This design comes from an exercise in tuning for small area and a short achievable clock period on the open sky130 flow, not from production work.
Only simulation tests tie the RTL to the original design; equivalence was not proved.
Power is estimated from default activity; no workload was simulated.

==> v16: inputs <==
==> flow/design.v (excerpt) <==
module neuron_pe
(
	input  logic     clock,
	input  logic     reset,
	input  logic [2:0]  ctrl,
	input  logic        output_ctrl,
	input  logic [31:0] data_in,
	output logic [31:0] data_out,
	output logic     data_out_valid
);
export LEC_CHECK = 0
export CAP_MARGIN = 20
export CORE_MARGIN = 2
export CORE_UTILIZATION = 40
export CTS_BUF_LIST = sky130_fd_sc_hd__clkbuf_8
export CTS_CLUSTER_DIAMETER = 45
export CTS_CLUSTER_SIZE = 18
export SETUP_SLACK_MARGIN = 4.35
export SLEW_MARGIN = 20
export SYNTH_HIERARCHICAL = 1
export SYNTH_MINIMUM_KEEP_SIZE = 0
export TNS_END_PERCENT = 1
create_clock -name core_clock -period 8.0 [get_ports {clock}]
standard.sh (not shown) runs the stock make flow with config.mk's settings and CLKGATE_MAP_FILE= SYNTH_SCRIPT=/design/flow/synth_recipe.tcl, a recipe that flattens the netlist after the stock synthesis.
==> flow/flow/run.sh <==
#!/bin/bash
# Layout flow: the standard layout (standard.sh, ORFS), with
# - the pins of the combinational input-to-output path placed next to each
#   other (flow/io_group.tcl, run just before ORFS places the pins);
# - plain buffers (buf_1) as the port buffers, which the resizer then sizes,
#   instead of the delay cells buffer_ports picks by default.
set -euo pipefail
here=$(pwd)
cts="-sink_clustering_enable -repair_clock_nets -sink_clustering_size 18 -sink_clustering_max_diameter 45 -buf_list sky130_fd_sc_hd__clkbuf_8 -dont_use_dummy_load"
bash standard.sh finish \
	PRE_IO_PLACEMENT_TCL="$here/flow/io_group.tcl" \
	CTS_ARGS="$cts" \
	BUFFER_PORTS_ARGS="-inputs -outputs -buffer_cell sky130_fd_sc_hd__buf_1" \
	> "$here/standard.log" 2>&1
==> flow/flow/io_group.tcl <==
# The only input-to-output path, ctrl and output_ctrl to data_out_valid,
# is purely combinational; keep its five pins next to each other so that
# their port buffers and the gate between them sit together.
set_io_pin_constraint -group -order -pin_names {ctrl[0] ctrl[1] ctrl[2] output_ctrl data_out_valid}
==> v21 (differences from v16) <==
--- a/flow/flow/run.sh
+++ b/flow/flow/run.sh
@@ -8,3 +8,3 @@
 here=$(pwd)
-cts="-sink_clustering_enable -repair_clock_nets -sink_clustering_size 18 -sink_clustering_max_diameter 45 -buf_list sky130_fd_sc_hd__clkbuf_8 -dont_use_dummy_load"
+cts="-sink_clustering_enable -repair_clock_nets -sink_clustering_size 16 -sink_clustering_max_diameter 40 -buf_list sky130_fd_sc_hd__clkbuf_8 -dont_use_dummy_load"
 bash standard.sh finish \
Settings changed: CTS_CLUSTER_DIAMETER 45 to 40, CTS_CLUSTER_SIZE 18 to 16, SETUP_SLACK_MARGIN 4.35 to 4.5.
==> v24 (differences from v16) <==
Settings changed: SETUP_SLACK_MARGIN 4.35 to 4.5.
==> v29 (differences from v16) <==
--- a/flow/flow/run.sh
+++ b/flow/flow/run.sh
@@ -8,3 +8,3 @@
 here=$(pwd)
-cts="-sink_clustering_enable -repair_clock_nets -sink_clustering_size 18 -sink_clustering_max_diameter 45 -buf_list sky130_fd_sc_hd__clkbuf_8 -dont_use_dummy_load"
+cts="-sink_clustering_enable -repair_clock_nets -sink_clustering_size 20 -sink_clustering_max_diameter 50 -buf_list sky130_fd_sc_hd__clkbuf_8 -dont_use_dummy_load"
 bash standard.sh finish \
Settings changed: CTS_CLUSTER_DIAMETER 45 to 50, CTS_CLUSTER_SIZE 18 to 20, SETUP_SLACK_MARGIN 4.35 to 4.5.
==> comparison table <==
item	v24	v21	v29	v16
Detailed-route via count	24,300	24,270	24,230	24,110
Gr usage total	0.2083	0.2081	0.2079	0.2063
Run status	finished clean	finished clean	finished clean	finished clean
Multi-input gate share of total cell area	0.2583	0.2575	0.2590	0.2570
Post-Route Hold Slack	0.4890 ns	0.4895 ns	0.4910 ns	0.4777 ns
Grt met2 use	0.3510	0.3509	0.3489	0.3368
Hold worst-path end	o_full$_SDFFE_PP0P_	o_full$_SDFFE_PP0P_	o_full$_SDFFE_PP0P_	rec_en$_DFF_P_
Worst hold path depth	2	2	2	1
Initial drt markers	2,809	2,791	2,750	2,562
Switching power	1.999 mW	1.997 mW	1.969 mW	1.979 mW
Share of cells above drive strength 1	0.09771	0.09893	0.09367	0.09533
Slew Limit Headroom	0.2686	0.2687	0.2765	0.2670
Actual transition at the worst max-transition pin	1.097 ns	1.096 ns	1.084 ns	1.100 ns

[what the ideal ports hide]
No port has a modelled driver above. Below, the same layouts with a new extraction and two added sets of constraints. Step 1 assumes that a clkbuf_16 drives the clock port and a buf_2 every other input. Step 2 also shifts input and output timing later by t, the mid clock arrival at the registers, as if the neighbouring blocks saw the same clock. Slacks: ideal ports / drivers / drivers and shift; pairs: ideal ports / drivers.
| run | t, ns | slack for setup (ns) | worst setup path at the end | slew at the worst register clock pin (ns) |
|---|---|---|---|---|
| v16 | 0.792 | 4.300 / 4.252 / 3.655 | input to register | 0.10 / 0.10 |
| v21 | 0.806 | 4.294 / 4.244 / 3.672 | input to register | 0.10 / 0.10 |
| v24 | 0.802 | 4.294 / 4.244 / 3.662 | input to register | 0.10 / 0.10 |
| v29 | 0.806 | 4.292 / 4.242 / 3.635 | input to register | 0.12 / 0.12 |
After both steps setup and hold are still met in every run listed. The setup slack of v29, which loses most, moves by -0.050 ns with the drivers and by -0.657 ns with both steps.
